This is an optimization exercise on Yosys and OpenROAD, whose aim is small area and a short achievable clock period, not a production implementation.
No functional check of the RTL was part of any run shown here.
Power figures rest on the tool's default switching activity, not on a simulated workload.

File: config.mk
export PLATFORM = sky130hd
export DESIGN_NAME = psum_accumulator
export DESIGN_NICKNAME = psum_accumulator
export VERILOG_FILES = /design/flow/design.v
export SDC_FILE = /design/flow/constraint.sdc
export NUM_CORES = 4
export LEC_CHECK = 0
export CAP_MARGIN = 20
export CORE_MARGIN = 2
export CORE_UTILIZATION = 65
export SETUP_SLACK_MARGIN = 4
export SLEW_MARGIN = 20
File: design.v
package psum_acc_pkg;
  function automatic integer store_width(input integer t_d_size, input integer f_width);
    store_width = t_d_size + $clog2(f_width - 1);
  endfunction
endpackage
module psum_line_buffer #(
  parameter int DEPTH = 32,
  parameter int WIDTH = 39
) (
  input  logic             clk,
  input  logic             i_shift,
  input  logic [WIDTH-1:0] i_wdata,
  output logic [WIDTH-1:0] o_head
);
  logic [WIDTH-1:0] r_mem [DEPTH];
  always_ff @(posedge clk) begin
    if (i_shift) begin
      r_mem[0] <= i_wdata;
      for (int i = 1; i < DEPTH; i++) r_mem[i] <= r_mem[i-1];
    end
  end
  assign o_head = r_mem[DEPTH-1];
endmodule
module psum_accumulator #(
  parameter int T_D_SIZE = 37,
  parameter int O_D_SIZE = 16,
  parameter int F_WIDTH  = 5,
  parameter int LINE_LEN = 32
) (
  input  logic                       clk,
  input  logic                       rst,
  input  logic                       clk_en,
  input  logic [T_D_SIZE-1:0]        psum_i,
  input  logic                       psum_valid_i,
  output logic                       psum_ready_o,
  input  logic [T_D_SIZE-1:0]        bias_i,
  input  logic [4:0]                 shift_i,
  output logic [O_D_SIZE-1:0]        out_data_o,
  output logic                       out_valid_o,
  input  logic                       out_ready_i,
  output logic [$clog2(F_WIDTH)-1:0] pass_o,
  output logic                       row_done_o
);
  localparam int SW = psum_acc_pkg::store_width(T_D_SIZE, F_WIDTH);
  localparam int FW = SW + 1;
  localparam int PW = $clog2(F_WIDTH);
  localparam int CW = (LINE_LEN > 1) ? $clog2(LINE_LEN) : 1;
  localparam logic [CW-1:0] COL_LAST  = CW'(LINE_LEN - 1);
  localparam logic [PW-1:0] PASS_LAST = PW'(F_WIDTH - 1);
  logic [CW-1:0]       r_col;
  logic [PW-1:0]       r_pass;
  logic                r_first;    
  logic                r_final;    
  logic [O_D_SIZE-1:0] r_out_data;
  logic                r_out_valid;
  logic                r_row_done;
  logic                w_accept;
  logic                w_col_wrap;
  logic [SW-1:0]       w_head;
  logic [SW-1:0]       w_acc;
  logic [FW-1:0] w_sum;
  logic [O_D_SIZE-1:0] w_sat;
  assign psum_ready_o = clk_en & ~(r_final & r_out_valid & ~out_ready_i);
  assign w_accept     = psum_valid_i & psum_ready_o;
  assign w_col_wrap   = (r_col == COL_LAST);
  psum_line_buffer #(
    .DEPTH (LINE_LEN),
    .WIDTH (SW)
  ) u_line_buffer (
    .clk     (clk),
    .i_shift (w_accept),
    .i_wdata (w_acc),
    .o_head  (w_head)
  );
  logic [FW-1:0] w_head_x;
  logic [FW-1:0] w_psum_x;
  logic [FW-1:0] w_bias_x;
  assign w_head_x = {w_head[SW-1], w_head};
  assign w_psum_x = {{(FW-T_D_SIZE){psum_i[T_D_SIZE-1]}}, psum_i};
  assign w_bias_x = {{(FW-T_D_SIZE){bias_i[T_D_SIZE-1]}}, bias_i};
  assign w_acc = (r_first ? '0 : w_head) + w_psum_x[SW-1:0];
  logic [FW-1:0] w_cs_s;
  logic [FW-1:0] w_cs_c;
  assign w_cs_s = w_head_x ^ w_psum_x ^ w_bias_x;
  assign w_cs_c = {(w_head_x[FW-2:0] & w_psum_x[FW-2:0]) |
                   (w_head_x[FW-2:0] & w_bias_x[FW-2:0]) |
                   (w_psum_x[FW-2:0] & w_bias_x[FW-2:0]), 1'b0};
  assign w_sum  = w_cs_s + w_cs_c;
  logic [31:0] w_sh_oh;
  always_comb begin
    for (int k = 0; k < 32; k++) w_sh_oh[k] = (shift_i == 5'(k));
  end
  function automatic logic sum_bit(input logic [FW-1:0] v, input integer j);
    sum_bit = (j >= FW) ? v[FW-1] : v[j];
  endfunction
  logic [O_D_SIZE-1:0] w_shl;
  always_comb begin
    for (int i = 0; i < O_D_SIZE; i++) begin
      w_shl[i] = 1'b0;
      for (int k = 0; k < 32; k++) w_shl[i] = w_shl[i] | (w_sh_oh[k] & sum_bit(w_sum, i + k));
    end
  end
  logic [FW-1:0] w_top_eq;    
  always_comb begin
    w_top_eq[FW-1] = 1'b1;
    for (int j = FW - 2; j >= 0; j--)
      w_top_eq[j] = w_top_eq[j+1] & (w_sum[j] == w_sum[j+1]);
  end
  logic w_fits;
  always_comb begin
    w_fits = 1'b0;
    for (int k = 0; k < 32; k++)
      w_fits = w_fits | (w_sh_oh[k] & ((O_D_SIZE - 1 + k >= FW) ? 1'b1 : w_top_eq[O_D_SIZE-1+k]));
  end
  assign w_sat = w_fits ? w_shl : {w_sum[FW-1], {(O_D_SIZE-1){~w_sum[FW-1]}}};
  always_ff @(posedge clk or posedge rst) begin
    if (rst) begin
      r_col       <= '0;
      r_pass      <= '0;
      r_first     <= 1'b1;
      r_final     <= 1'b0;
      r_out_data  <= '0;
      r_out_valid <= 1'b0;
      r_row_done  <= 1'b0;
    end else if (clk_en) begin
      r_row_done <= 1'b0;
      if (r_out_valid && out_ready_i) begin
        r_out_valid <= 1'b0;
      end
      if (w_accept) begin
        r_col <= w_col_wrap ? '0 : r_col + 1'b1;
        if (r_final) begin
          r_out_data  <= w_sat;
          r_out_valid <= 1'b1;
        end
        if (w_col_wrap) begin
          if (r_final) begin
            r_pass     <= '0;
            r_first    <= 1'b1;
            r_final    <= 1'b0;
            r_row_done <= 1'b1;
          end else begin
            r_pass     <= r_pass + 1'b1;
            r_first    <= 1'b0;
            r_final    <= (r_pass == PASS_LAST - 1'b1);
          end
        end
      end
    end
  end
  assign out_data_o  = r_out_data;
  assign out_valid_o = r_out_valid;
  assign pass_o      = r_pass;
  assign row_done_o  = r_row_done;
endmodule
File: constraint.sdc
create_clock -name core_clock -period 9.0 [get_ports {clk}]
set_input_delay 1.8000 -clock core_clock [delete_from_list [all_inputs] [get_ports {clk}]]
set_output_delay 1.8000 -clock core_clock [all_outputs]
set_load 0.01 [all_outputs]
File: run.sh
#!/bin/bash
# synth_recipe.tcl (not shown) runs the flow's synth.tcl, then flattens the netlist and writes it again
# the make line also repeats each setting of config.mk as NAME=value (left out here)
make -C /OpenROAD-flow-scripts/flow DESIGN_CONFIG=/design/flow/config.mk WORK_HOME=/design/flow/orfs CLKGATE_MAP_FILE= SYNTH_SCRIPT=/design/flow/synth_recipe.tcl finish
==> results of run 1 <==
[cell families after synthesis]
kind of cell,synth area share
mux,0.00212
buf+inv,0.0105
xor+xnor,0.0130
flops,0.808
fa+ha+maj,0.0385
simple gates,0.0505
compound gates,0.0778
[cell usage after synthesis (5+ instances only)]
library cell	count
a21oi_1	94
a221oi_1	53
clkbuf_1	81
a31oi_1	10
and3_1	23
o31ai_1	7
a222oi_1	22
nor3_1	31
mux2i_1	10
o21ai_0	60
a221o_1	6
a22o_1	9
dfrtp_1	27
or2_2	8
o211a_1	5
nand4_1	32
o221ai_1	6
or3_1	5
nor2b_1	40
inv_1	30
o211ai_1	27
buf_1	5
xnor2_1	49
ha_1	80
nand2b_1	10
nand3_1	46
fa_1	41
xor2_1	21
edfxtp_1	1248
nand3b_1	8
o2111ai_1	8
o21a_1	14
a211oi_1	20
buf_2	9
nand2_1	141
a21o_1	37
a22oi_1	53
nor4_1	5
o22ai_1	12
o21bai_1	10
and2_1	10
nor2_1	110
[cell usage in the layout, fill, tap and decap left out, drive strengths merged, types with 49 or more instances in the layout]
cell type / count
a22oi: 53
a221oi: 53
ha: 80
nand2: 143
clkbuf: 136
a21oi: 95
buf: 193
clkinv: 50
edfxtp: 1248
xnor2: 49
o21ai: 63
nor2: 111
[flip-flops by register name, indices dropped and copies added, names as in the netlist]
register             count
r_col                    5
r_final                  1
r_first                  1
r_out_data              16
r_out_valid              1
r_pass                   3
r_row_done               1
u_line_buffer.r_mem   1248
[repair_timing]
action / in CTS / in global routing
endpoints found under the setup margin: 33 / 28
endpoints found under the hold margin: 0 / 0
gates resized for setup: 339 / 83
pin swaps: 118 / 70
setup buffers: 90 / 27
cloned: 3 / 1
[power breakdown]
group | total (mW) | internal (mW) | leakage [nW] | switching (mW)
registers | 6.91 | 6.79 | 12.1 | 0.117
logic | 2.21 | 0.789 | 5.04 | 1.42
clock network | 5.22 | 2.83 | 1.86 | 2.39
total | 14.3 | 10.4 | 19.0 | 3.93
[cell type report]
type	instances	area, um2	share of cell area
multi-input cells	1197	10000	0.180
repair buffers	281	2410	0.0432
inverters	31	120	0.00215
well taps	950	1190	0.0213
clock buffers	132	2880	0.0516
flip-flops and latches	1276	38200	0.684
diodes	2	5.00	0.0000897
clock inverters	74	957	0.0172
[routing by layer]
| metal | vias up | wire, um |
|---|---|---|
| met5 | - | 71 |
| met1 | 13800 | 48100 |
| li1 | 10900 | - |
| met2 | 2410 | 61700 |
| met3 | 558 | 14800 |
| met4 | 10 | 7100 |
[how the worst min path moves through the flow]
stage                                startpoint                     endpoint  slack, ps
global placement    u_line_buffer.r_mem[13][33]  u_line_buffer.r_mem[14][33]        400
detailed placement  u_line_buffer.r_mem[12][34]  u_line_buffer.r_mem[13][34]        400
global route        u_line_buffer.r_mem[15][34]  u_line_buffer.r_mem[16][34]        390
floorplan             u_line_buffer.r_mem[9][0]   u_line_buffer.r_mem[10][0]        400
CTS                   u_line_buffer.r_mem[7][2]    u_line_buffer.r_mem[8][2]        380
finish                u_line_buffer.r_mem[7][2]    u_line_buffer.r_mem[8][2]        380
[through the flow]
stage           util  instance area [um2]  worst slack (ps)  total power [mW]
6_report       0.778                55800              2920              14.3
3_5_place_dp   0.693                49700              1110              8.54
3_3_place_gp   0.693                49700              1190              8.50
2_1_floorplan      -                47300            -12660              8.10
5_1_grt        0.778                55800              2800              14.6
4_1_cts        0.769                55200              3290              14.0
[worst register-to-register path: cells and delay by family, from the launching register on]
kind / cells / cell delay, ps
XOR/XNOR: 1 / 600
adder cells (fa/ha/maj): 1 / 290
flip-flops: 1 / 530
buffers and inverters: 3 / 630
AO/OA/AOI/OAI: 10 / 2550
AND/OR/NAND/NOR: 3 / 540
==> reports/metrics.yaml, run 1 <==
finalSetupTns_ps: 0
gp_congestion: 0.881
cts.sink_count: 1276
period_needed_ps: 6080
areaGrowthSynthToFinish_pct: 18.0
slew_violations: 0
use_met3: 0.0729
ys_seq_elements: 1276
synthFlopType: "edfxtp_1"
place.detailed.instances: 3614
critPathSlowestCell: "fa_2"
ys_types: 88
drcViolationCount: 0
synth-edff-count: 1248
dpl.hpwl_um: 61600
irDropWorstVdd_mv: 0.366
nFillCells: 3495
yosysTopAreaCell: "edfxtp_1"
grt_pass1_vias: 27000
grt_setup_unrepaired: "true"
drt_pass1_iterations: 9
grtUsageMet1: 0.471
worst-r2r-cell-count: 18
portBuffers: 105
cts_tree: "built"
fmax_ghz: 0.164
synth_warnings: 3
worstPathRequired_ps: 9540
grt_overflow: 0
clock_path_buffers: 3
ctsHoldBuffers: 0
grt_use_total: 0.345
wl_per_cell_um: 33.4
finClkSkew_ps: 91.9
start_kind: "input port"
worst-path-stages: 17
worstSetupPathType: "in2reg"
crit_fanout: 8
core-area_mm2: 0.0717
arrival_ps: 6620
synth.net_count: 2803
crit_path_cell_trace: "dlygate4sd2_1 -> fa_2 -> ha_4 -> and2_1 -> nand2_1 -> nor4_2 -> a211oi_2 -> o211ai_1 -> a21oi_1 -> or2_2 -> a2111o_1 -> o311a_1 -> nand4_1 -> a21bo_4 -> buf_12 -> nand2_8 -> o221a_1"
io_pins: 106
cp_top_family: "simple AND/OR/NAND/NOR gates"
busiest_layer: "met2"
antenna_found_initial: 11
clkLatencyLatePin_ps: 750
clkTransAtPathRegs_ps: 60
routed_wl_um: 132000
critPathBufInv: 2
row_count: 98
worst_pin_slew_ps: 1180
syn_area_mm2: 0.0473
antenna_left: 0
synthCells: 2598
cp-startpoint: "bias_i[28]"
drive_gt1_frac: 0.196
drt_iter0_drc: 4732
r2r-start: "r_first"
setup_viol: 0
r2r_end: "u_line_buffer.r_mem[0][31]"
synth.avg_cell_area_um2: 18.2
grt_pass1_wl_um: 186000
vias: 27700
end_kind: "flop"
ys_seq_area_frac: 0.808
outcome: "complete, no violations"
grt_max_degree: 217
cts-root-buf: "clkbuf_16"
initial_utilization: 0.659
leakage_nw: 19.0
numCtsBuffers: 112
hold_ws_ps: 385
r2r_setup_slack_ps: 3670
die_h_um: 274
powerDensity_mw_per_mm2: 257
relSlewSlack: 0.209
die-area_mm2: 0.0749
nets: 3104
hold_depth: 0
cpPeakStageDelay_ps: 520
finalCritPeriodShare: 0.676
synth.area.top_cells: "edfxtp_1 (79%), ha_1 (2.1%), fa_1 (1.7%)"
yosys.area.top_type_share: 0.793
vias_per_cell: 7.03
synthArstFlopShare: 0.0219
use_met2: 0.545
die_w_um: 274
finalNonFillerCells: 3943
max_cap_viol_count: 0
htree_levels: 3
hold_class: "reg2reg"
crit_path_end: "r_out_data[11]"
finalHoldViolCount: 0
==> run 2, diff against run 1 <==
--- a/config.mk
+++ b/config.mk
@@ -7,6 +7,6 @@
 export LEC_CHECK = 0
 export CAP_MARGIN = 20
 export CORE_MARGIN = 2
-export CORE_UTILIZATION = 65
-export SETUP_SLACK_MARGIN = 4
+export CORE_UTILIZATION = 40
+export SETUP_SLACK_MARGIN = 3
 export SLEW_MARGIN = 20
==> run 2 against run 1 <==
  * Wire length shrank 23%
  * Critical path depth increased by 2
  * Worst hold slack lost 0.76 ps
  * Non-clock buffer count shrank 55
  * Total power fell by 1.7%
  * Clock power grew 2%
  * Via count down 13%
  * Area after synthesis is the same
  * Register-to-register slack better by 260 ps
  * Highest routed layer unchanged
==> reports/metrics.yaml, run 2 <==
outcome: "complete, no violations"  # unchanged
yosysTopAreaCell: "edfxtp_1"  # unchanged
numCtsBuffers: 130  # was 112
finalCritPeriodShare: 0.663  # was 0.676
nets: 3065  # was 3104
antenna_found_initial: 11  # unchanged
synthArstFlopShare: 0.0219  # unchanged
ys_types: 88  # unchanged
io_pins: 106  # unchanged
worstPathRequired_ps: 9610  # was 9540 ps
reg_top3: "u_line_buffer.r_mem: 1248 flops, r_out_data: 16 flops, r_col: 5 flops"  # unchanged
start_kind: "input port"  # unchanged
power_mw: 14.1  # was 14.3 mW
nFillCells: 9731  # was 3495
initial_utilization: 0.402  # was 0.659
drive_gt1_frac: 0.161  # was 0.196
clock_path_buffers: 3  # unchanged
period_needed_ps: 5970  # was 6080 ps
hold_class: "reg2reg"  # unchanged
finClkSkew_ps: 35.1  # was 91.9 ps
synth.avg_cell_area_um2: 18.2  # unchanged
synthFlopType: "edfxtp_1"  # unchanged
vias: 24000  # was 27700
synthTopCellsByCount: "edfxtp_1 (1248), nand2_1 (141), nor2_1 (110)"  # unchanged
grt_overflow: 0  # unchanged
use_met3: 0.0391  # was 0.0729
die-area_mm2: 0.121  # was 0.0749 mm2
htree_levels: 4  # was 3
final_common_cell: "edfxtp_1"  # unchanged
busiest_layer: "met2"  # unchanged
clkLatencyLatePin_ps: 740  # was 750 ps
drcViolationCount: 0  # unchanged
synth_warnings: 3  # unchanged
leakage_nw: 19.0  # about the same
largest_register_ffs: 1248  # unchanged
clkTransAtPathRegs_ps: 60  # about the same
crit_fanout: 6  # was 8
worst_pin_slew_ps: 1180  # about the same
relSlewSlack: 0.209  # about the same
irDropWorstVdd_mv: 0.168  # was 0.366 mV
grtUsageMet1: 0.235  # was 0.471
antenna_left: 0  # unchanged
vias_per_cell: 5.34  # was 7.03
routed_wl_um: 101000  # was 132000 um
ys_seq_area_frac: 0.808  # unchanged
drt_iter0_drc: 2579  # was 4732
powerDensity_mw_per_mm2: 250  # was 257 mW/mm2
wl_per_cell_um: 22.5  # was 33.4 um
die_w_um: 348  # was 274 um
arrival_ps: 6580  # was 6620 ps
finalSetupTns_ps: 0  # unchanged
cts.sink_count: 1276  # unchanged
grt_setup_unrepaired: "true"  # unchanged
use_met2: 0.248  # was 0.545
core-area_mm2: 0.118  # was 0.0717 mm2
ys_seq_elements: 1276  # unchanged
setup_viol: 0  # unchanged
drt_pass1_iterations: 6  # was 9
die_h_um: 348  # was 274 um
yosysMostFrequentCell: "edfxtp_1"  # unchanged
gp_congestion: 0.853  # was 0.881
cts-root-buf: "clkbuf_16"  # unchanged
grt_pass1_wl_um: 151000  # was 186000 um
cts_tree: "built"  # unchanged
grt_max_degree: 219  # was 217
dpl.hpwl_um: 62200  # was 61600 um
r2r_setup_slack_ps: 3930  # was 3670 ps
finalHoldViolCount: 0  # unchanged
synthCells: 2598  # unchanged
max_cap_viol_count: 0  # unchanged
row_count: 126  # was 98
grt_pass1_vias: 24200  # was 27000
yosys.area.top_type_share: 0.793  # unchanged
grt_use_total: 0.164  # was 0.345
regMostFlops: "u_line_buffer.r_mem"  # unchanged
areaGrowthSynthToFinish_pct: 19.1  # was 18.0%
slew_violations: 0  # unchanged
syn_area_mm2: 0.0473  # unchanged
worstSetupPathType: "in2reg"  # unchanged
fmax_ghz: 0.168  # was 0.164 GHz
final_cell_mix: "edfxtp_1 (1248), nand2_1 (136), clkbuf_16 (132)"  # was edfxtp_1 (1248), buf_4 (149), nand2_1 (133)
portBuffers: 105  # unchanged
synth.area.top_cells: "edfxtp_1 (79%), ha_1 (2.1%), fa_1 (1.7%)"  # unchanged
end_kind: "flop"  # unchanged
synth-edff-count: 1248  # unchanged
synth.net_count: 2803  # unchanged
## run 2: cell count changes in the layout (fill, tap and decap cells not counted), moves of 7 or more
cell and delta:
buf_4 -40, dlymetal6s2s_1 +25, clkdlybuf4s50_1 +24, clkbuf_16 +20, dlygate4sd2_1 -17, buf_2 -15
buf_6 -15, fa_1 +8, fa_2 -8, ha_4 -8, bufinv_16 -7
## run 2: layout make-up
type | instances | area, um2 | share of cell area
clock inverter | 82 | 947 | 0.0168
sequential | 1276 | 38200 | 0.678
clock buffer | 153 | 3390 | 0.0602
tap | 1536 | 1920 | 0.0341
inverter | 31 | 120 | 0.00213
multi-input combinational | 1195 | 9660 | 0.171
antenna | 1 | 2.50 | 0.0000444
timing repair buffer | 226 | 2100 | 0.0373
## run 2: timing repair
item | in CTS | in global routing
pin swaps | 42 | 71
hold buffers | 0 | 0
resized for setup | 122 | 106
buffers inserted | 24 | 34
endpoints found under the setup margin | 17 | 17
## run 2: path summary, 6_finish.rpt
kind | from | end | depth (start not counted)
min reg2reg | u_line_buffer.r_mem[19][5] | u_line_buffer.r_mem[20][5] | 0
min | u_line_buffer.r_mem[19][5] | u_line_buffer.r_mem[20][5] | 0
max reg2reg | u_line_buffer.r_mem[31][5] | r_out_data[8] | 17
max in group asynchronous | rst | r_pass[0] | 2
max | bias_i[9] | r_out_data[8] | 19
min in group asynchronous | rst | r_out_data[9] | 2
## run 2: worst max-delay path, cell delays in order
cell and delay (ps):
clkdlybuf4s50_1 440, fa_2 630, ha_4 240, a21oi_4 160, o21ai_4 100, a211oi_4 340, a21oi_2 100, buf_4 160
o21a_1 230, or2_4 270, a221o_1 390, xor2_4 220, or4_4 550, a21oi_2 160, o31ai_2 80, a21bo_4 280
buf_4 130, inv_1 40, o311ai_1 240
## run 2: cells by family after synthesis
logic type / synth area share
xor+xnor: 0.0130
fa+ha+maj: 0.0385
buf+inv: 0.0105
flops: 0.808
mux: 0.00212
simple gates: 0.0505
compound gates: 0.0778
## run 2: power by group
part / leakage [nW] / total, mW / internal, mW / switching (mW)
registers: 12.1 / 6.87 / 6.79 / 0.0794
logic: 4.86 / 1.88 / 0.674 / 1.20
clock network: 2.09 / 5.34 / 3.07 / 2.27
## run 2: metrics by stage
stage	std cells	area (um2)	setup slack [ps]	hold WS [ps]	util
2_1_floorplan	2598	47300	-12660	400	-
3_3_place_gp	4203	50500	1340	401	0.429
3_5_place_dp	4205	50500	1160	405	0.429
4_1_cts	4464	55500	2990	380	0.472
5_1_grt	4499	56300	2950	394	0.479
6_report	4500	56300	3030	384	0.479
## run 2: layer usage
| metal | routed length, um | vias up |
|---|---|---|
| met5 | 97 | - |
| met4 | 2810 | 16 |
| met3 | 5720 | 205 |
| met2 | 45700 | 698 |
| met1 | 46800 | 12300 |
| li1 | - | 10800 |
==> run 3, diff against run 2 <==
--- a/config.mk
+++ b/config.mk
@@ -8,5 +8,8 @@
 export CAP_MARGIN = 20
 export CORE_MARGIN = 2
 export CORE_UTILIZATION = 40
+export CTS_BUF_LIST = sky130_fd_sc_hd__clkbuf_8
+export CTS_CLUSTER_DIAMETER = 40
+export CTS_CLUSTER_SIZE = 20
 export SETUP_SLACK_MARGIN = 3
 export SLEW_MARGIN = 20
==> run 3 against run 2 <==
  * Register-to-register slack got worse by 80 ps
  * Maximum frequency rose by 0.30%
  * Design area fell by 2.9%
  * Area after synthesis did not move
  * Clock-buffer cell count fell by 14
  * Critical endpoint is now r_out_data[14]
  * Non-clock buffer count fell by 31
  * Critical path depth fell by 2
  * Die area did not move
  * Total power fell by 9.3%
  * Largest power group unchanged
==> reports/metrics.yaml, run 3 <==
final_util: 0.465  # was 0.479
setup_viol: 0  # unchanged
htree_levels: 4  # unchanged
hold_class: "reg2reg"  # unchanged
vias: 24000  # about the same
dpl.hpwl_um: 62200  # unchanged
r2r-start: "u_line_buffer.r_mem[31][1]"  # was u_line_buffer.r_mem[31][5]
antenna_found_initial: 12  # was 11
arrival_ps: 6630  # was 6580 ps
regMostFlops: "u_line_buffer.r_mem"  # unchanged
drt_iter0_drc: 2750  # was 2579
final_cell_mix: "edfxtp_1 (1248), clkbuf_8 (139), nand2_1 (138)"  # was edfxtp_1 (1248), nand2_1 (136), clkbuf_16 (132)
cts.sink_count: 1276  # unchanged
place.detailed.instances: 4205  # unchanged
worstSetupPathType: "in2reg"  # unchanged
clkLatencyLatePin_ps: 840  # was 740 ps
synth-edff-count: 1248  # unchanged
grt_use_total: 0.163  # was 0.164
wl_per_cell_um: 22.3  # was 22.5 um
outcome: "complete, no violations"  # unchanged
end_kind: "flop"  # unchanged
min_from: "u_line_buffer.r_mem[14][6]"  # was u_line_buffer.r_mem[19][5]
vias_per_cell: 5.35  # was 5.34
clkTransAtPathRegs_ps: 90  # was 60 ps
ys_types: 88  # unchanged
ys_seq_area_frac: 0.808  # unchanged
fmax_ghz: 0.168  # about the same
finalCritPeriodShare: 0.661  # was 0.663
irDropWorstVdd_mv: 0.128  # was 0.168 mV
initial_utilization: 0.402  # unchanged
finalWorstSetupSlack_ps: 3050  # was 3030 ps
finClkSkew_ps: 61.5  # was 35.1 ps
die_h_um: 348  # unchanged
min_to: "u_line_buffer.r_mem[15][6]"  # was u_line_buffer.r_mem[20][5]
yosysTopAreaCell: "edfxtp_1"  # unchanged
r2r_setup_slack_ps: 3850  # was 3930 ps
final_cell_area_mm2: 0.0547  # was 0.0563 mm2
drt_pass1_iterations: 6  # unchanged
numCtsBuffers: 137  # was 130
relSlewSlack: 0.207  # was 0.209
synth.area.top_cells: "edfxtp_1 (79%), ha_1 (2.1%), fa_1 (1.7%)"  # unchanged
hold_depth: 0  # unchanged
die-area_mm2: 0.121  # unchanged
synth.avg_cell_area_um2: 18.2  # unchanged
routed_wl_um: 100000  # was 101000 um
nFillCells: 9889  # was 9731
synthCells: 2598  # unchanged
yosysMostFrequentCell: "edfxtp_1"  # unchanged
crit_fanout: 7  # was 6
post-place-ws_ps: 1160  # unchanged
worst_pin_slew_ps: 1180  # about the same
portBuffers: 105  # unchanged
worst-r2r-cell-count: 18  # was 17
power_mw: 12.8  # was 14.1 mW
grt_overflow: 0  # unchanged
synth.net_count: 2803  # unchanged
start_kind: "input port"  # unchanged
largest_register_ffs: 1248  # unchanged
yosys.area.top_type_share: 0.793  # unchanged
io_pins: 106  # unchanged
dpl_cell_area_mm2: 0.0505  # unchanged
finalNonFillerCells: 4488  # was 4500
synth_warnings: 3  # unchanged
ys_seq_elements: 1276  # unchanged
areaGrowthSynthToFinish_pct: 15.7  # was 19.1%
max_cap_viol_count: 0  # unchanged
gp_congestion: 0.853  # unchanged
r2r_end: "r_out_data[14]"  # was r_out_data[8]
final_common_cell: "edfxtp_1"  # unchanged
worstPathRequired_ps: 9680  # was 9610 ps
cts-root-buf: "clkbuf_8"  # was clkbuf_16
nets: 3041  # was 3065
syn_area_mm2: 0.0473  # unchanged
synthFlopType: "edfxtp_1"  # unchanged
grt_pass1_wl_um: 149000  # was 151000 um
leakage_nw: 18.2  # was 19.0 nW
slew_violations: 0  # unchanged
row_count: 126  # unchanged
hold_ws_ps: 381  # was 384 ps
period_needed_ps: 5950  # was 5970 ps
synthArstFlopShare: 0.0219  # unchanged
powerDensity_mw_per_mm2: 234  # was 250 mW/mm2
drive_gt1_frac: 0.163  # was 0.161
antenna_left: 0  # unchanged
reg_top3: "u_line_buffer.r_mem: 1248 flops, r_out_data: 16 flops, r_col: 5 flops"  # unchanged
grt_pass1_vias: 24100  # was 24200
core-area_mm2: 0.118  # unchanged
synthTopCellsByCount: "edfxtp_1 (1248), nand2_1 (141), nor2_1 (110)"  # unchanged
finalSetupTns_ps: 0  # unchanged
cts_tree: "built"  # unchanged
grt_setup_unrepaired: "false"  # was true
clock_path_buffers: 3  # unchanged
die_w_um: 348  # unchanged
grt_max_degree: 219  # unchanged
drcViolationCount: 0  # unchanged
finalHoldViolCount: 0  # unchanged
-- run 3: cell count changes in the layout (fill, tap and decap cells not counted), sizes merged, moves of 6 or more --
| cell | change |
|---|---|
| clkdlybuf4s50 | +20 |
| clkinvlp | +6 |
| clkinv | -10 |
| dlymetal6s2s | -17 |
| inv | +38 |
| buf | -31 |
| clkbuf | -13 |
-- run 3: cells by family (layout without fill, tap and decap cells) --
kind of cell,count (synthesis),in the layout,synth area share
XOR/XNOR,70,70,0.0130
flip-flops,1276,1276,0.808
other,0,3,0
AO/OA/AOI/OAI,505,505,0.0778
AND/OR/NAND/NOR,489,489,0.0505
multiplexers,10,10,0.00212
adder cells (fa/ha/maj),121,121,0.0385
buffers and inverters,127,478,0.0105
-- run 3: metal layers --
metal | vias up | share of wire | track usage
met4 | 16 | 0.029 | 0.0601
met1 | 12200 | 0.46 | 0.233
met2 | 718 | 0.45 | 0.244
li1 | 10800 | - | -
met5 | - | 0.0010 | 0
met3 | 196 | 0.058 | 0.0396
-- run 3: worst max path at each step --
stage	start	end	slack (ps)	depth (start not counted)
floorplan	out_ready_i	r_pass[0]	-12660	6
global placement	psum_i[17]	r_out_data[8]	1340	17
detailed placement	psum_i[11]	r_out_data[8]	1160	17
CTS	psum_i[5]	r_out_data[12]	3000	17
global route	psum_i[13]	r_out_data[10]	2980	20
finish	psum_i[6]	r_out_data[14]	3050	17
-- run 3: layout make-up --
cell class / instances / area (um2) / share of cell area
inverters: 31 / 120 / 0.00220
clock inverters: 113 / 1240 / 0.0226
well taps: 1536 / 1920 / 0.0351
flip-flops and latches: 1276 / 38200 / 0.698
clock buffers: 139 / 1910 / 0.0350
multi-input cells: 1195 / 9490 / 0.174
repair buffers: 195 / 1820 / 0.0333
diodes: 3 / 7.51 / 0.000137
-- run 3: report_power, final --
group / total (mW) / switching [mW] / internal, mW
Clock: 4.12 / 2.27 / 1.85
Combinational: 1.79 / 1.17 / 0.622
Sequential: 6.86 / 0.0793 / 6.78
-- run 3: critical path, stage by stage --
cell             delay, ps
clkdlybuf4s50_1        470
fa_1                   510
ha_2                   410
or3b_4                 440
a31o_4                 280
a211oi_4               190
buf_4                  180
nor4_2                  60
a311oi_4               380
nor2_1                 130
or4bb_1                210
o211ai_1               100
o311ai_1               310
nand4_1                310
a21bo_4                340
or3_4                  350
o211a_1                140
-- run 3: repair_timing --
action	4_1_cts	5_1_grt
resized for setup	76	109
gates cloned	0	0
hold buffers	0	0
pin swaps	20	45
setup endpoints to repair	17	17
setup buffers	12	15
==> run 4, diff against run 3 <==
==> flow/run.sh (new file) <==
#!/bin/bash
# Standard ORFS layout, with port buffers built from a plain buffer cell
# instead of the flow's default pick (a slow delay cell).
set -euo pipefail
cat flow/extra.mk >> config.mk
bash standard.sh > standard.log 2>&1
==> flow/extra.mk (new file) <==
export BUFFER_PORTS_ARGS = -buffer_cell sky130_fd_sc_hd__buf_4
==> standard.sh (new file) <==
#!/bin/bash
# synth_recipe.tcl (not shown) runs the flow's synth.tcl, then flattens the netlist and writes it again
# the make line also repeats each setting of config.mk as NAME=value (left out here)
make -C /OpenROAD-flow-scripts/flow DESIGN_CONFIG=/design/flow/config.mk WORK_HOME=/design/flow/orfs CLKGATE_MAP_FILE= SYNTH_SCRIPT=/design/flow/synth_recipe.tcl "${@:-finish}"
--- a/config.mk
+++ b/config.mk
@@ -8,8 +8,6 @@
 export CAP_MARGIN = 20
 export CORE_MARGIN = 2
 export CORE_UTILIZATION = 40
-export CTS_BUF_LIST = sky130_fd_sc_hd__clkbuf_8
-export CTS_CLUSTER_DIAMETER = 40
-export CTS_CLUSTER_SIZE = 20
-export SETUP_SLACK_MARGIN = 3
+export SETUP_SLACK_MARGIN = 5
 export SLEW_MARGIN = 20
+export BUFFER_PORTS_ARGS = -buffer_cell sky130_fd_sc_hd__buf_4
removed: run.sh
==> run 4 against run 3 <==
  * First-iteration DRC count is 4.1% lower
  * Die area stayed put
  * Register-to-register slack better by 60 ps
  * Critical endpoint is now r_out_data[11]
  * Maximum frequency is 4.1% higher
  * Sequential share of layout area is 2.6 points lower
  * Area after synthesis stayed put
  * Highest routed layer unchanged
  * Cell count is 0.87% higher
==> reports/metrics.yaml, run 4 <==
crit_fanout: 8  # was 7
synthArstFlopShare: 0.0219  # unchanged
slew_violations: 0  # unchanged
drt_pass1_iterations: 7  # was 6
die_w_um: 348  # unchanged
clkLatencyLatePin_ps: 750  # was 840 ps
ys_seq_elements: 1276  # unchanged
grt_max_degree: 210  # was 219
nets: 3107  # was 3041
cts.sink_count: 1276  # unchanged
antenna_found_initial: 7  # was 12
grt_pass1_vias: 24500  # was 24100
r2r-start: "u_line_buffer.r_mem[31][6]"  # was u_line_buffer.r_mem[31][1]
synth.net_count: 2803  # unchanged
drcViolationCount: 0  # unchanged
portBuffers: 105  # unchanged
setup_viol: 0  # unchanged
row_count: 126  # unchanged
synthFlopType: "edfxtp_1"  # unchanged
worstPathRequired_ps: 9590  # was 9680 ps
vias: 24500  # was 24000
clock_path_buffers: 3  # unchanged
start_kind: "input port"  # unchanged
crit_path_end: "r_out_data[11]"  # was r_out_data[14]
synth.area.top_cells: "edfxtp_1 (79%), ha_1 (2.1%), fa_1 (1.7%)"  # unchanged
die_h_um: 348  # unchanged
grt_pass1_wl_um: 156000  # was 149000 um
finalSetupTns_ps: 0  # unchanged
vias_per_cell: 5.42  # was 5.35
worst-r2r-cell-count: 16  # was 18
synthCells: 2598  # unchanged
leakage_nw: 19.3  # was 18.2 nW
worst_pin_slew_ps: 1100  # was 1180 ps
wl_per_cell_um: 23.1  # was 22.3 um
initial_utilization: 0.402  # unchanged
hold_class: "reg2reg"  # unchanged
yosys.area.top_type_share: 0.793  # unchanged
synth-edff-count: 1248  # unchanged
clkTransAtPathRegs_ps: 60  # was 90 ps
syn_area_mm2: 0.0473  # unchanged
final_common_cell: "edfxtp_1"  # unchanged
largest_register_ffs: 1248  # unchanged
r2r_end: "r_out_data[11]"  # was r_out_data[14]
synthTopCellsByCount: "edfxtp_1 (1248), nand2_1 (141), nor2_1 (110)"  # unchanged
reg_top3: "u_line_buffer.r_mem: 1248 flops, r_out_data: 16 flops, r_col: 5 flops"  # unchanged
cts_tree: "built"  # unchanged
numCtsBuffers: 132  # was 137
powerDensity_mw_per_mm2: 250  # was 234 mW/mm2
ctsHoldBuffers: 0  # unchanged
gp_congestion: 0.861  # was 0.853
cts-root-buf: "clkbuf_16"  # was clkbuf_8
routed_wl_um: 104000  # was 100000 um
synth.avg_cell_area_um2: 18.2  # unchanged
yosysMostFrequentCell: "edfxtp_1"  # unchanged
relSlewSlack: 0.266  # was 0.207
r2r_setup_slack_ps: 3910  # was 3850 ps
worstSetupPathType: "in2reg"  # unchanged
io_pins: 106  # unchanged
dpl.hpwl_um: 61600  # was 62200 um
cp-startpoint: "psum_i[15]"  # was psum_i[6]
yosysTopAreaCell: "edfxtp_1"  # unchanged
fmax_ghz: 0.175  # was 0.168 GHz
ys_seq_area_frac: 0.808  # unchanged
grt_setup_unrepaired: "true"  # was false
finalHoldViolCount: 0  # unchanged
max_cap_viol_count: 0  # unchanged
critPathSlowestCell: "fa_1"  # unchanged
outcome: "complete, no violations"  # unchanged
cpPeakStageDelay_ps: 520  # was 510 ps
core-area_mm2: 0.118  # unchanged
end_kind: "flop"  # unchanged
synth_warnings: 3  # unchanged
htree_levels: 4  # unchanged
diodes: 0  # was 3
crit_path_cell_trace: "buf_8 -> fa_1 -> ha_4 -> a21oi_4 -> o211ai_1 -> a211oi_4 -> buf_6 -> a211o_1 -> o21ai_0 -> a21oi_1 -> xnor2_2 -> buf_6 -> o21ai_0 -> o2bb2ai_1 -> o311ai_1 -> nand4_1 -> a21bo_4 -> or3_4 -> o221a_1"  # was clkdlybuf4s50_1 -> fa_1 -> ha_2 -> or3b_4 -> a31o_4 -> a211oi_4 -> buf_4 -> nor4_2 -> a311oi_4 -> nor2_1 -> or4bb_1 -> o211ai_1 -> o311ai_1 -> nand4_1 -> a21bo_4 -> or3_4 -> o211a_1
period_needed_ps: 5710  # was 5950 ps
finalCritPeriodShare: 0.635  # was 0.661
arrival_ps: 6300  # was 6630 ps
ys_types: 88  # unchanged
hold_ws_ps: 375  # was 381 ps
grt_overflow: 0  # unchanged
drt_iter0_drc: 2637  # was 2750
regMostFlops: "u_line_buffer.r_mem"  # unchanged
areaGrowthSynthToFinish_pct: 20.1  # was 15.7%
final_cell_mix: "edfxtp_1 (1248), buf_4 (215), nand2_1 (135)"  # was edfxtp_1 (1248), clkbuf_8 (139), nand2_1 (138)
grt_use_total: 0.170  # was 0.163
irDropWorstVdd_mv: 0.187  # was 0.128 mV
drive_gt1_frac: 0.221  # was 0.163
finClkSkew_ps: 51.0  # was 61.5 ps
antenna_left: 0  # unchanged
die-area_mm2: 0.121  # unchanged
==> run 4: cell count changes in the layout (fill, tap and decap cells not counted), sizes merged, moves of 6 or more <==
cell / before / now
clkbuf: 141 / 156
clkdlybuf4s50: 90 / 0
dlymetal6s2s: 8 / 0
inv: 76 / 34
clkinvlp: 12 / 6
buf: 90 / 262
==> run 4: report_power, final <==
group,total (mW),leakage (nW),switching [mW],internal [mW]
logic,2.01,5.13,1.27,0.739
clock network,5.31,2.05,2.29,3.02
registers,6.87,12.1,0.0804,6.79
==> run 4: logic make-up after synthesis <==
logic type      after synthesis  share of synthesized area
fa+ha+maj                   121                     0.0385
flops                      1276                      0.808
compound gates              505                     0.0778
xor+xnor                     70                     0.0130
buf+inv                     127                     0.0105
mux                          10                    0.00212
simple gates                489                     0.0505
==> run 4: layer usage <==
| layer | vias up | routed length (um) | GRT usage |
|---|---|---|---|
| met5 | - | 73 | 0 |
| met2 | 711 | 46900 | 0.254 |
| met1 | 12700 | 49200 | 0.249 |
| li1 | 10900 | - | - |
| met3 | 201 | 5420 | 0.0347 |
| met4 | 12 | 2810 | 0.0571 |
==> run 4: through the flow <==
stage	cell area (um2)	utilization	worst slack (ps)	std cells	power (mW)
global route	56800	0.483	3250	4527	14.8
global placement	50200	0.426	1020	4197	8.53
CTS	56200	0.478	3380	4503	14.3
finish	56800	0.483	3290	4527	14.2
detailed placement	50200	0.427	1290	4198	8.54
floorplan	47300	-	-12660	2598	8.10
==> run 4: critical path: cells and delay by family <==
family	cells	cell delay (ps)
buffers and inverters	3	440
AOI/OAI and AO/OA	11	2350
and+or+nand+nor	2	650
xor gates and xnor gates	1	200
adders and majority gates	2	840
==> run 4: area by class of cell <==
| cell class | instances | area, um2 |
|---|---|---|
| tap | 1536 | 1920 |
| multi-input combinational | 1197 | 10000 |
| clock buffer | 155 | 3400 |
| fill | 9661 | 60800 |
| sequential | 1276 | 38200 |
| clock inverter | 68 | 891 |
| inverter | 31 | 120 |
| timing repair buffer | 264 | 2290 |
==> run 4: worst min path at each step <==
stage / from / endpoint / slack [ps] / cells past startpoint
after floorplan: u_line_buffer.r_mem[9][0] / u_line_buffer.r_mem[10][0] / 400 / 0
after global placement: u_line_buffer.r_mem[22][14] / u_line_buffer.r_mem[23][14] / 400 / 0
after detailed placement: u_line_buffer.r_mem[10][7] / u_line_buffer.r_mem[11][7] / 400 / 0
after CTS: u_line_buffer.r_mem[24][2] / u_line_buffer.r_mem[25][2] / 370 / 0
after global routing: u_line_buffer.r_mem[12][7] / u_line_buffer.r_mem[13][7] / 380 / 0
final: u_line_buffer.r_mem[12][7] / u_line_buffer.r_mem[13][7] / 370 / 0
==> run 4: repair_timing <==
item / in CTS / in global routing
setup endpoints to repair: 659 / 625
pin swaps: 94 / 90
resized for setup: 235 / 76
buffers inserted: 78 / 23
cloned: 4 / 1
==> run 5, diff against run 4 <==
--- a/config.mk
+++ b/config.mk
@@ -8,6 +8,6 @@
 export CAP_MARGIN = 20
 export CORE_MARGIN = 2
 export CORE_UTILIZATION = 40
-export SETUP_SLACK_MARGIN = 5
+export SETUP_SLACK_MARGIN = 3
 export SLEW_MARGIN = 20
 export BUFFER_PORTS_ARGS = -buffer_cell sky130_fd_sc_hd__buf_4
==> run 5 against run 4 <==
  * Still clean on timing, DRC and antenna
  * Worst hold slack about the same
  * Clock-buffer cell count unchanged
  * Combinational power is 15% lower
  * Total power shrank 2.1%
  * Setup slack worse by 230 ps
  * Sequential cell count is the same
  * Largest cell class unchanged
  * Largest power group unchanged
  * Highest routed layer unchanged
==> reports/metrics.yaml, run 5 <==
outcome: "complete, no violations"  # unchanged
period_needed_ps: 5950  # was 5710 ps
routed_wl_um: 101000  # was 104000 um
synth.area.top_cells: "edfxtp_1 (79%), ha_1 (2.1%), fa_1 (1.7%)"  # unchanged
htree_levels: 4  # unchanged
ctsHoldBuffers: 0  # unchanged
cts-root-buf: "clkbuf_16"  # unchanged
hold_class: "reg2reg"  # unchanged
grt_overflow: 0  # unchanged
antenna_found_initial: 9  # was 7
yosys.area.top_type_share: 0.793  # unchanged
finalCritPeriodShare: 0.661  # was 0.635
final_cell_mix: "edfxtp_1 (1248), buf_4 (177), nand2_1 (140)"  # was edfxtp_1 (1248), buf_4 (215), nand2_1 (135)
gp_congestion: 0.861  # unchanged
dpl_cell_area_mm2: 0.0502  # unchanged
synthCells: 2598  # unchanged
io_pins: 106  # unchanged
arrival_ps: 6540  # was 6300 ps
finalSetupTns_ps: 0  # unchanged
max_cap_viol_count: 0  # unchanged
worstSetupPathType: "in2reg"  # unchanged
finalNonFillerCells: 4446  # was 4527
grt_pass1_vias: 23900  # was 24500
vias: 24100  # was 24500
ys_seq_elements: 1276  # unchanged
synthArstFlopShare: 0.0219  # unchanged
cpMostUsedCell: "buf_4"
synth.avg_cell_area_um2: 18.2  # unchanged
clkLatencyLatePin_ps: 750  # about the same
crit_fanout: 16  # was 8
dpl.hpwl_um: 61600  # unchanged
diodes: 0  # unchanged
portBuffers: 105  # unchanged
nFillCells: 9811  # was 9661
worst_pin_slew_ps: 1180  # was 1100 ps
die_h_um: 348  # unchanged
critPathSlowestCell: "fa_1"  # unchanged
final_common_cell: "edfxtp_1"  # unchanged
irDropWorstVdd_mv: 0.187  # about the same
hold_ws_ps: 374  # was 375 ps
die-area_mm2: 0.121  # unchanged
die_w_um: 348  # unchanged
crit_path_cell_trace: "buf_4 -> fa_1 -> ha_4 -> a21oi_4 -> o211ai_1 -> a211oi_4 -> a21oi_1 -> buf_4 -> a311oi_2 -> o31a_1 -> xnor2_1 -> buf_4 -> or4_1 -> a32oi_1 -> o311ai_1 -> nand4_1 -> a21bo_4 -> nand2_4 -> o221a_1"  # was buf_8 -> fa_1 -> ha_4 -> a21oi_4 -> o211ai_1 -> a211oi_4 -> buf_6 -> a211o_1 -> o21ai_0 -> a21oi_1 -> xnor2_2 -> buf_6 -> o21ai_0 -> o2bb2ai_1 -> o311ai_1 -> nand4_1 -> a21bo_4 -> or3_4 -> o221a_1
powerDensity_mw_per_mm2: 252  # was 250 mW/mm2
finClkSkew_ps: 50.9  # was 51.0 ps
ys_types: 88  # unchanged
cts_tree: "built"  # unchanged
initial_utilization: 0.402  # unchanged
synth-edff-count: 1248  # unchanged
grt_pass1_wl_um: 151000  # was 156000 um
drive_gt1_frac: 0.160  # was 0.221
yosysTopAreaCell: "edfxtp_1"  # unchanged
final_cell_area_mm2: 0.0550  # was 0.0568 mm2
wl_per_cell_um: 22.7  # was 23.1 um
fmax_ghz: 0.168  # was 0.175 GHz
cts.sink_count: 1276  # unchanged
grt_max_degree: 210  # unchanged
synthTopCellsByCount: "edfxtp_1 (1248), nand2_1 (141), nor2_1 (110)"  # unchanged
setup_viol: 0  # unchanged
syn_area_mm2: 0.0473  # unchanged
synth_warnings: 3  # unchanged
ys_seq_area_frac: 0.808  # unchanged
synth.net_count: 2803  # unchanged
nets: 3026  # was 3107
core-area_mm2: 0.118  # unchanged
power_mw: 13.9  # was 14.2 mW
grt_setup_unrepaired: "true"  # unchanged
place.detailed.instances: 4198  # unchanged
drt_iter0_drc: 2744  # was 2637
vias_per_cell: 5.42  # about the same
relSlewSlack: 0.209  # was 0.266
grt_use_total: 0.165  # was 0.170
cpPeakStageDelay_ps: 590  # was 520 ps
drcViolationCount: 0  # unchanged
r2r_setup_slack_ps: 3740  # was 3910 ps
synthFlopType: "edfxtp_1"  # unchanged
clkTransAtPathRegs_ps: 60  # about the same
finalHoldViolCount: 0  # unchanged
clock_path_buffers: 3  # unchanged
regMostFlops: "u_line_buffer.r_mem"  # unchanged
end_kind: "flop"  # unchanged
slew_violations: 0  # unchanged
reg_top3: "u_line_buffer.r_mem: 1248 flops, r_out_data: 16 flops, r_col: 5 flops"  # unchanged
largest_register_ffs: 1248  # unchanged
leakage_nw: 18.6  # was 19.3 nW
row_count: 126  # unchanged
yosysMostFrequentCell: "edfxtp_1"  # unchanged
drt_pass1_iterations: 6  # was 7
start_kind: "input port"  # unchanged
antenna_left: 0  # unchanged
worstPathRequired_ps: 9600  # was 9590 ps
numCtsBuffers: 132  # unchanged
areaGrowthSynthToFinish_pct: 16.4  # was 20.1%
run 5: changes by cell type in the layout (fill, tap and decap cells not counted), moves of 7 or more:
cell,delta
ha_1,+15
a21oi_4,-9
buf_8,-7
fa_2,-10
o21ai_0,+11
buf_6,-31
buf_4,-38
a21oi_2,-11
a21oi_1,+20
fa_1,+10
xnor2_1,+7
nand3_1,+7
nor2_1,+8
ha_4,-17
run 5: metrics by stage:
stage / utilization / setup slack, ps
2_1_floorplan: - / -12660
3_3_place_gp: 0.426 / 1020
3_5_place_dp: 0.427 / 1290
4_1_cts: 0.465 / 3000
5_1_grt: 0.468 / 2950
6_report: 0.468 / 3050
run 5: report_power, final:
group	internal, mW	switching [mW]
registers	6.80	0.0800
clock network	3.02	2.29
logic	0.555	1.15
total	10.4	3.53
run 5: cell families (layout without fill, tap and decap cells):
family | Yosys count | after routing | share of synthesized area
flip-flops | 1276 | 1276 | 0.808
XOR/XNOR | 70 | 70 | 0.0130
AND/OR/NAND/NOR | 489 | 489 | 0.0505
multiplexers | 10 | 10 | 0.00212
adder cells (fa/ha/maj) | 121 | 121 | 0.0385
buffers and inverters | 127 | 439 | 0.0105
AO/OA/AOI/OAI | 505 | 505 | 0.0778
run 5: final timing paths:
path / cells past startpoint / endpoint / startpoint
setup / recovery: 19 / r_out_data[11] / psum_i[15]
hold / removal: 0 / u_line_buffer.r_mem[13][7] / u_line_buffer.r_mem[12][7]
max in group asynchronous: 2 / r_out_data[11] / rst
hold reg to reg: 0 / u_line_buffer.r_mem[13][7] / u_line_buffer.r_mem[12][7]
min in group asynchronous: 2 / r_final / rst
setup reg to reg: 17 / r_out_data[11] / u_line_buffer.r_mem[31][5]
run 5: timing repair:
item	CTS	global route
gates resized for setup	36	43
buffers inserted	11	14
pin swaps	11	15
setup endpoints to repair	15	17
run 5: metal layers:
metal	track usage	wire length (um)
met5	0	73
met4	0.0586	2800
met3	0.0348	5370
met2	0.243	44700
met1	0.244	48100
run 5: final cells by class:
class                           instances  area, um2  area share
Multi-Input combinational cell       1195       9070       0.165
Timing Repair Buffer                  185       1450      0.0264
Sequential cell                      1276      38200       0.694
Clock inverter                         68        891      0.0162
Inverter                               31        120     0.00218
Tap cell                             1536       1920      0.0349
Clock buffer                          155       3400      0.0618
run 5: critical path: cells and delay by family:
family                     cells  cell delay [ps]
AOI/OAI and AO/OA             10             2370
and+or+nand+nor                3              870
adders and majority gates      2              850
buffers and inverters          3              540
xor gates and xnor gates       1               70
==> run 6, diff against run 5 <==
--- a/design.v
+++ b/design.v
@@ -51,15 +51,14 @@
   logic [PW-1:0]       r_pass;
   logic                r_first;    
   logic                r_final;    
-  logic [O_D_SIZE-1:0] r_out_data;
+  logic [FW-1:0]       r_res_sum;  
+  logic [4:0]          r_res_sh;   
   logic                r_out_valid;
   logic                r_row_done;
   logic                w_accept;
   logic                w_col_wrap;
   logic [SW-1:0]       w_head;
-  logic [SW-1:0]       w_acc;
-  logic [FW-1:0] w_sum;
-  logic [O_D_SIZE-1:0] w_sat;
+  logic [FW-1:0]       w_sum;
   assign psum_ready_o = clk_en & ~(r_final & r_out_valid & ~out_ready_i);
   assign w_accept     = psum_valid_i & psum_ready_o;
   assign w_col_wrap   = (r_col == COL_LAST);
@@ -69,7 +68,7 @@
   ) u_line_buffer (
     .clk     (clk),
     .i_shift (w_accept),
-    .i_wdata (w_acc),
+    .i_wdata (w_sum[SW-1:0]),
     .o_head  (w_head)
   );
   logic [FW-1:0] w_head_x;
@@ -78,17 +77,20 @@
   assign w_head_x = {w_head[SW-1], w_head};
   assign w_psum_x = {{(FW-T_D_SIZE){psum_i[T_D_SIZE-1]}}, psum_i};
   assign w_bias_x = {{(FW-T_D_SIZE){bias_i[T_D_SIZE-1]}}, bias_i};
-  assign w_acc = (r_first ? '0 : w_head) + w_psum_x[SW-1:0];
+  logic [FW-1:0] w_head_g;
+  logic [FW-1:0] w_bias_g;
+  assign w_head_g = r_first ? '0 : w_head_x;
+  assign w_bias_g = r_final ? w_bias_x : '0;
   logic [FW-1:0] w_cs_s;
   logic [FW-1:0] w_cs_c;
-  assign w_cs_s = w_head_x ^ w_psum_x ^ w_bias_x;
-  assign w_cs_c = {(w_head_x[FW-2:0] & w_psum_x[FW-2:0]) |
-                   (w_head_x[FW-2:0] & w_bias_x[FW-2:0]) |
-                   (w_psum_x[FW-2:0] & w_bias_x[FW-2:0]), 1'b0};
+  assign w_cs_s = w_head_g ^ w_psum_x ^ w_bias_g;
+  assign w_cs_c = {(w_head_g[FW-2:0] & w_psum_x[FW-2:0]) |
+                   (w_head_g[FW-2:0] & w_bias_g[FW-2:0]) |
+                   (w_psum_x[FW-2:0] & w_bias_g[FW-2:0]), 1'b0};
   assign w_sum  = w_cs_s + w_cs_c;
   logic [31:0] w_sh_oh;
   always_comb begin
-    for (int k = 0; k < 32; k++) w_sh_oh[k] = (shift_i == 5'(k));
+    for (int k = 0; k < 32; k++) w_sh_oh[k] = (r_res_sh == 5'(k));
   end
   function automatic logic sum_bit(input logic [FW-1:0] v, input integer j);
     sum_bit = (j >= FW) ? v[FW-1] : v[j];
@@ -97,14 +99,14 @@
   always_comb begin
     for (int i = 0; i < O_D_SIZE; i++) begin
       w_shl[i] = 1'b0;
-      for (int k = 0; k < 32; k++) w_shl[i] = w_shl[i] | (w_sh_oh[k] & sum_bit(w_sum, i + k));
+      for (int k = 0; k < 32; k++) w_shl[i] = w_shl[i] | (w_sh_oh[k] & sum_bit(r_res_sum, i + k));
     end
   end
   logic [FW-1:0] w_top_eq;    
   always_comb begin
     w_top_eq[FW-1] = 1'b1;
     for (int j = FW - 2; j >= 0; j--)
-      w_top_eq[j] = w_top_eq[j+1] & (w_sum[j] == w_sum[j+1]);
+      w_top_eq[j] = w_top_eq[j+1] & (r_res_sum[j] == r_res_sum[j+1]);
   end
   logic w_fits;
   always_comb begin
@@ -112,14 +114,15 @@
     for (int k = 0; k < 32; k++)
       w_fits = w_fits | (w_sh_oh[k] & ((O_D_SIZE - 1 + k >= FW) ? 1'b1 : w_top_eq[O_D_SIZE-1+k]));
   end
-  assign w_sat = w_fits ? w_shl : {w_sum[FW-1], {(O_D_SIZE-1){~w_sum[FW-1]}}};
+  assign out_data_o = w_fits ? w_shl : {r_res_sum[FW-1], {(O_D_SIZE-1){~r_res_sum[FW-1]}}};
   always_ff @(posedge clk or posedge rst) begin
     if (rst) begin
       r_col       <= '0;
       r_pass      <= '0;
       r_first     <= 1'b1;
       r_final     <= 1'b0;
-      r_out_data  <= '0;
+      r_res_sum   <= '0;
+      r_res_sh    <= '0;
       r_out_valid <= 1'b0;
       r_row_done  <= 1'b0;
     end else if (clk_en) begin
@@ -130,7 +133,8 @@
       if (w_accept) begin
         r_col <= w_col_wrap ? '0 : r_col + 1'b1;
         if (r_final) begin
-          r_out_data  <= w_sat;
+          r_res_sum   <= w_sum;
+          r_res_sh    <= shift_i;
           r_out_valid <= 1'b1;
         end
         if (w_col_wrap) begin
@@ -148,7 +152,6 @@
       end
     end
   end
-  assign out_data_o  = r_out_data;
   assign out_valid_o = r_out_valid;
   assign pass_o      = r_pass;
   assign row_done_o  = r_row_done;
--- a/config.mk
+++ b/config.mk
@@ -8,6 +8,6 @@
 export CAP_MARGIN = 20
 export CORE_MARGIN = 2
 export CORE_UTILIZATION = 40
-export SETUP_SLACK_MARGIN = 3
+export SETUP_SLACK_MARGIN = 5
 export SLEW_MARGIN = 20
 export BUFFER_PORTS_ARGS = -buffer_cell sky130_fd_sc_hd__buf_4
==> run 6 against run 5 <==
  * Still clean on timing, DRC and antenna
  * Die area down 1.5%
  * Synthesized cell count down 6.6%
  * Clock power about the same
  * Register-to-register slack better by 640 ps
  * Clock skew down 33 ps
  * Global-route usage up 0.24 points
  * Sequential cell count up 29
  * Highest routed layer is now met4
==> reports/metrics.yaml, run 6 <==
min_from: "u_line_buffer.r_mem[0][11]"  # was u_line_buffer.r_mem[12][7]
core-area_mm2: 0.116  # was 0.118 mm2
numCtsBuffers: 133  # was 132
power_mw: 13.0  # was 13.9 mW
arrival_ps: 4070  # was 6540 ps
leakage_nw: 19.2  # was 18.6 nW
clock_path_buffers: 3  # unchanged
clkLatencyLatePin_ps: 720  # was 750 ps
r2r_end: "u_line_buffer.r_mem[0][37]"  # was r_out_data[11]
finalHoldViolCount: 0  # unchanged
grt_pass1_vias: 23100  # was 23900
crit_fanout: 5  # was 16
powerDensity_mw_per_mm2: 232  # was 252 mW/mm2
period_needed_ps: 5870  # was 5950 ps
final_cell_mix: "edfxtp_1 (1248), buf_4 (217), clkbuf_16 (138)"  # was edfxtp_1 (1248), buf_4 (177), nand2_1 (140)
grt_pass1_wl_um: 150000  # was 151000 um
drive_gt1_frac: 0.237  # was 0.160
initial_utilization: 0.402  # about the same
outcome: "complete, no violations"  # unchanged
min_to: "u_line_buffer.r_mem[1][11]"  # was u_line_buffer.r_mem[13][7]
synthFlopType: "edfxtp_1"  # unchanged
routed_wl_um: 102000  # was 101000 um
reg_top3: "u_line_buffer.r_mem: 1248 flops, r_res_sum: 40 flops"  # was u_line_buffer.r_mem: 1248 flops, r_out_data: 16 flops, r_col: 5 flops
portBuffers: 105  # unchanged
worstPathRequired_ps: 7200  # was 9600 ps
diodes: 0  # unchanged
seqCellArea_mm2: 0.0389  # was 0.0382 mm2
synthArstFlopShare: 0.0437  # was 0.0219
r2r_setup_slack_ps: 4380  # was 3740 ps
areaGrowthSynthToFinish_pct: 20.3  # was 16.4%
htree_levels: 4  # unchanged
start_kind: "flop"  # was input port
cts_tree: "built"  # unchanged
yosys.area.top_type_share: 0.805  # was 0.793
post-place-ws_ps: 2470  # was 1290 ps
finClkSkew_ps: 18.3  # was 50.9 ps
die_w_um: 345  # was 348 um
antenna_left: 0  # unchanged
fmax_ghz: 0.170  # was 0.168 GHz
synth_warnings: 3  # unchanged
ys_types: 79  # was 88
synthCells: 2426  # was 2598
final_common_cell: "edfxtp_1"  # unchanged
gp_congestion: 0.814  # was 0.861
r2r-start: "r_first"  # was u_line_buffer.r_mem[31][5]
die_h_um: 345  # was 348 um
ctsHoldBuffers: 0  # unchanged
max_cap_viol_count: 0  # unchanged
hold_class: "reg2reg"  # unchanged
drt_pass1_iterations: 9  # was 6
ys_seq_elements: 1305  # was 1276
vias: 23500  # was 24100
final_util: 0.483  # was 0.468
finalSetupTns_ps: 0  # unchanged
grt_use_total: 0.168  # was 0.165
largest_register_ffs: 1248  # unchanged
synth.area.top_cells: "edfxtp_1 (80%), dfrtp_1 (3.0%), fa_1 (1.7%)"  # was edfxtp_1 (79%), ha_1 (2.1%), fa_1 (1.7%)
finalCritPeriodShare: 0.652  # was 0.661
cts-root-buf: "clkbuf_16"  # unchanged
drcViolationCount: 0  # unchanged
irDropWorstVdd_mv: 0.164  # was 0.187 mV
setup_viol: 0  # unchanged
hold_depth: 0  # unchanged
relSlewSlack: 0.213  # was 0.209
grt_overflow: 0  # unchanged
finalNonFillerCells: 4340  # was 4446
nFillCells: 9326  # was 9811
syn_area_mm2: 0.0466  # was 0.0473 mm2
wl_per_cell_um: 23.6  # was 22.7 um
die-area_mm2: 0.119  # was 0.121 mm2
place.detailed.instances: 3987  # was 4198
synth.net_count: 2592  # was 2803
synth-edff-count: 1248  # unchanged
vias_per_cell: 5.43  # was 5.42
dpl.hpwl_um: 55100  # was 61600 um
yosysMostFrequentCell: "edfxtp_1"  # unchanged
finalWorstSetupSlack_ps: 3130  # was 3050 ps
io_pins: 106  # unchanged
yosysTopAreaCell: "edfxtp_1"  # unchanged
nets: 2879  # was 3026
worst_pin_slew_ps: 1180  # about the same
worst-r2r-cell-count: 18  # was 17
row_count: 125  # was 126
clkTransAtPathRegs_ps: 60  # about the same
synth.avg_cell_area_um2: 19.2  # was 18.2 um2
slew_violations: 0  # unchanged
end_kind: "primary output"  # was flop
regMostFlops: "u_line_buffer.r_mem"  # unchanged
cts.sink_count: 1305  # was 1276
grt_max_degree: 211  # was 210
ys_seq_area_frac: 0.835  # was 0.808
synthTopCellsByCount: "edfxtp_1 (1248), nand2_1 (136), clkbuf_1 (97)"  # was edfxtp_1 (1248), nand2_1 (141), nor2_1 (110)
antenna_found_initial: 4  # was 9
multiInputGateArea_mm2: 0.00838  # was 0.00907 mm2
grt_setup_unrepaired: "true"  # unchanged
worstSetupPathType: "reg2out"  # was in2reg
drt_iter0_drc: 2903  # was 2744
==> run 6: changes by cell type in the layout (fill, tap and decap cells not counted), sizes merged, moves of 25 or more <==
cell and delta:
a21oi -47, a22o +44, and2 +31, buf +87, dfrtp +29, ha -38
nand3 -26, nor2 -39, o211ai -25, o21ai -25
==> run 6: routing by layer <==
layer,track usage,part of all wire,up-vias
li1,-,-,10100
met1,0.250,0.47,12100
met2,0.237,0.44,1034
met3,0.0413,0.069,248
met4,0.0655,0.030,0
met5,0,0,-
==> run 6: timing repair <==
item / CTS / global route
buffers inserted: 67 / 43
gates cloned: 3 / 2
endpoints found under the setup margin: 163 / 552
pin swaps: 75 / 58
resized for setup: 208 / 101
==> run 6: cell type report <==
class                           count  area share
Clock buffer                      166      0.0637
Clock inverter                     72      0.0116
Inverter                           27     0.00228
Multi-Input combinational cell    971       0.150
Sequential cell                  1305       0.695
Tap cell                         1524      0.0340
Timing Repair Buffer              275      0.0440
==> run 6: kinds of logic (layout without fill, tap and decap cells) <==
kind of cell	count (synthesis)	after routing	share of synthesized area
xor+xnor	35	35	0.00658
flops	1305	1305	0.835
simple gates	435	436	0.0474
mux	30	30	0.00664
compound gates	388	388	0.0628
buf+inv	151	540	0.0127
fa+ha+maj	82	82	0.0285
==> run 6: power by group <==
group | total [mW] | switching (mW) | internal (mW)
Combinational | 0.707 | 0.434 | 0.272
Sequential | 7.01 | 0.0847 | 6.93
Clock | 5.28 | 2.23 | 3.06
Total | 13.0 | 2.75 | 10.3
==> run 6: worst max-delay path by stage <==
| stage | from | to | depth (start not counted) |
|---|---|---|---|
| detailed placement | r_res_sh[0] | out_data_o[6] | 13 |
| finish | r_res_sh[3] | out_data_o[6] | 15 |
| CTS | r_res_sum[15] | out_data_o[1] | 16 |
| global placement | r_res_sh[0] | out_data_o[6] | 13 |
| floorplan | out_ready_i | r_res_sum[38] | 8 |
| global route | r_res_sh[3] | out_data_o[6] | 15 |
==> run 6: stage by stage <==
step | instance area, um2 | hold slack [ps]
final | 56000 | 406
after global routing | 56000 | 415
after CTS | 55200 | 406
after detailed placement | 49400 | 405
after global placement | 49400 | 401
after floorplan | 46600 | 400
==> run 6: worst max-delay path, cell delays in order, from the launching register on <==
cell,delay (ps)
dfrtp_4,510
or3b_4,450
o21ai_0,210
nor3b_2,220
o311ai_2,110
a41oi_2,160
o32ai_1,100
a221oi_2,330
a221oi_2,70
buf_4,160
buf_4,150
buf_6,150
nor4_4,330
buf_4,200
nor2_1,50
buf_4,140
==> run 7, diff against run 6 <==
--- a/config.mk
+++ b/config.mk
@@ -8,6 +8,9 @@
 export CAP_MARGIN = 20
 export CORE_MARGIN = 2
 export CORE_UTILIZATION = 40
+export CTS_BUF_LIST = sky130_fd_sc_hd__clkbuf_8
+export CTS_CLUSTER_DIAMETER = 40
+export CTS_CLUSTER_SIZE = 20
 export SETUP_SLACK_MARGIN = 5
 export SLEW_MARGIN = 20
 export BUFFER_PORTS_ARGS = -buffer_cell sky130_fd_sc_hd__buf_4
==> run 7 against run 6 <==
  * Core utilization is 1.2 points lower
  * Still clean on timing, DRC and antenna
  * Register-to-register slack gained 260 ps
  * Design area down 2.4%
  * Clock-buffer cell count down 20
  * Sequential cell count unchanged
  * Cell count grew 0.30%
  * Largest power group unchanged
  * Setup slack got worse by 32 ps
  * Area after synthesis did not move
  * Worst hold slack worse by 19 ps
  * Synthesized cell count did not move
  * Wire length decreased by 0.97%
  * Non-clock buffer count shrank 14
==> reports/metrics.yaml, run 7 <==
arrival_ps: 4100  # was 4070 ps
grt_max_degree: 211  # unchanged
slew_violations: 0  # unchanged
final_cell_area_mm2: 0.0547  # was 0.0560 mm2
grt_setup_unrepaired: "true"  # unchanged
vias_per_cell: 5.38  # was 5.43
outcome: "complete, no violations"  # unchanged
routed_wl_um: 101000  # was 102000 um
io_pins: 106  # unchanged
synthCells: 2426  # unchanged
grt_overflow: 0  # unchanged
start_kind: "flop"  # unchanged
yosys.area.top_type_share: 0.805  # unchanged
busiest_layer: "met1"  # unchanged
synth-edff-count: 1248  # unchanged
areaGrowthSynthToFinish_pct: 17.3  # was 20.3%
fmax_ghz: 0.170  # about the same
synthTopCellsByCount: "edfxtp_1 (1248), nand2_1 (136), clkbuf_1 (97)"  # unchanged
synthFlopType: "edfxtp_1"  # unchanged
grt_pass1_wl_um: 149000  # was 150000 um
antenna_found_initial: 7  # was 4
nets: 2873  # was 2879
worst-path-stages: 15  # unchanged
dpl_cell_area_mm2: 0.0494  # unchanged
finalHoldViolCount: 0  # unchanged
cpPeakStageDelay_ps: 520  # was 510 ps
synth_warnings: 3  # unchanged
worst_pin_slew_ps: 1160  # was 1180 ps
reg_top3: "u_line_buffer.r_mem: 1248 flops, r_res_sum: 40 flops"  # unchanged
row_count: 125  # unchanged
yosysMostFrequentCell: "edfxtp_1"  # unchanged
cpMostUsedCell: "buf_4"  # unchanged
irDropWorstVdd_mv: 0.114  # was 0.164 mV
clkTransAtPathRegs_ps: 90  # was 60 ps
clkLatencyLatePin_ps: 840  # was 720 ps
critPathSlowestCell: "dfrtp_4"  # unchanged
cp_top_family: "compound AO/OA/AOI/OAI gates"  # was simple AND/OR/NAND/NOR gates
die-area_mm2: 0.119  # unchanged
synth.net_count: 2592  # unchanged
drt_pass1_iterations: 9  # unchanged
htree_levels: 4  # unchanged
die_w_um: 345  # unchanged
regMostFlops: "u_line_buffer.r_mem"  # unchanged
end_kind: "primary output"  # unchanged
place.detailed.instances: 3987  # unchanged
cts-root-buf: "clkbuf_8"  # was clkbuf_16
period_needed_ps: 5900  # was 5870 ps
powerDensity_mw_per_mm2: 218  # was 232 mW/mm2
ys_seq_elements: 1305  # unchanged
[run 7: area by class of cell]
type                    count  area (um2)
diodes                      4        10.0
clock buffers             146        2010
clock inverters           116        1220
fillers                  9505       61200
inverters                  27         128
multi-input cells         970        8190
flip-flops and latches   1305       38900
well taps                1524        1910
repair buffers            261        2270
[run 7: path summary, 6_finish.rpt]
path,from,to,slack (ps)
min in group asynchronous,rst,r_res_sum[2],1220
setup / recovery,r_res_sh[3],out_data_o[9],3100
max in group asynchronous,rst,r_res_sh[2],7030
hold / removal,u_line_buffer.r_mem[10][7],u_line_buffer.r_mem[11][7],390
hold reg to reg,u_line_buffer.r_mem[10][7],u_line_buffer.r_mem[11][7],390
setup reg to reg,r_first,r_res_sum[35],4640
[run 7: kinds of logic after synthesis]
| family | count (synthesis) | share of synthesized area |
|---|---|---|
| muxes | 30 | 0.00664 |
| xor gates and xnor gates | 35 | 0.00658 |
| DFF | 1305 | 0.835 |
| adders and majority gates | 82 | 0.0285 |
| and+or+nand+nor | 435 | 0.0474 |
| AOI/OAI and AO/OA | 388 | 0.0628 |
| buffers and inverters | 151 | 0.0127 |
[run 7: worst register-to-register path, cell delays in order, from the launching register on]
cell     delay [ps]
dfstp_4         620
buf_4           290
nor2b_1         120
fa_1            530
ha_1            450
a21o_1          200
a21o_1          180
a221o_2         490
nor2_4          160
a311o_1         190
nand3_2         140
a211o_1         350
buf_6           140
or4_1           390
nand3_1          80
[run 7: stage by stage]
step                hold slack [ps]  setup slack [ps]  power, mW   util
floorplan                       400              3580       7.42      -
global placement                401              2560       7.63  0.426
detailed placement              405              2470       7.66  0.426
CTS                             372              3020       12.0  0.466
global route                    386              2960       12.4  0.472
finish                          387              3100       11.9  0.472
[run 7: report_power, final]
part           internal [mW]  total [mW]  switching (mW)
clock network           1.86        4.24            2.38
logic                  0.249       0.669           0.420
registers               6.92        7.00          0.0836
[run 7: per-layer routing]
layer | share of wire | up-vias | routed length (um)
met5 | 0.000099 | - | 10
met4 | 0.030 | 2 | 3080
met3 | 0.068 | 268 | 6930
met2 | 0.44 | 993 | 44500
met1 | 0.46 | 12000 | 46900
li1 | - | 10100 | -
[run 7: timing repair]
| item | CTS | global route |
|---|---|---|
| pin swaps | 62 | 60 |
| gates cloned | 2 | 1 |
| endpoints found under the setup margin | 100 | 322 |
| gates resized for setup | 192 | 64 |
| setup buffers | 70 | 27 |
| hold buffers | 0 | 0 |

[separate check: timing with driven ports]
In the flow no input, the clock included, has a driving cell. The finished layouts below were timed again as built, in two steps. Step 1: set_driving_cell puts a clkbuf_16 on clk and a buf_2 on each other input, an assumption about the parent block. Step 2 also shifts input and output timing later by t, the mid clock arrival at the registers, as if the neighbouring blocks saw the same clock. Three values: ideal ports, drivers, drivers and shift; two values: the first two.
run	t, ns	setup slack, ns
run 1	0.770	2.919 / 2.938 / 2.168
run 2	0.796	3.030 / 3.048 / 2.252
run 3	0.885	3.048 / 3.053 / 2.168
run 4	0.793	3.285 / 3.316 / 2.523
run 5	0.794	3.054 / 3.099 / 2.304
run 6	0.780	3.134 / 3.070 / 3.485
run 7	0.885	3.102 / 3.037 / 3.552
After both steps every run listed still meets setup and hold.
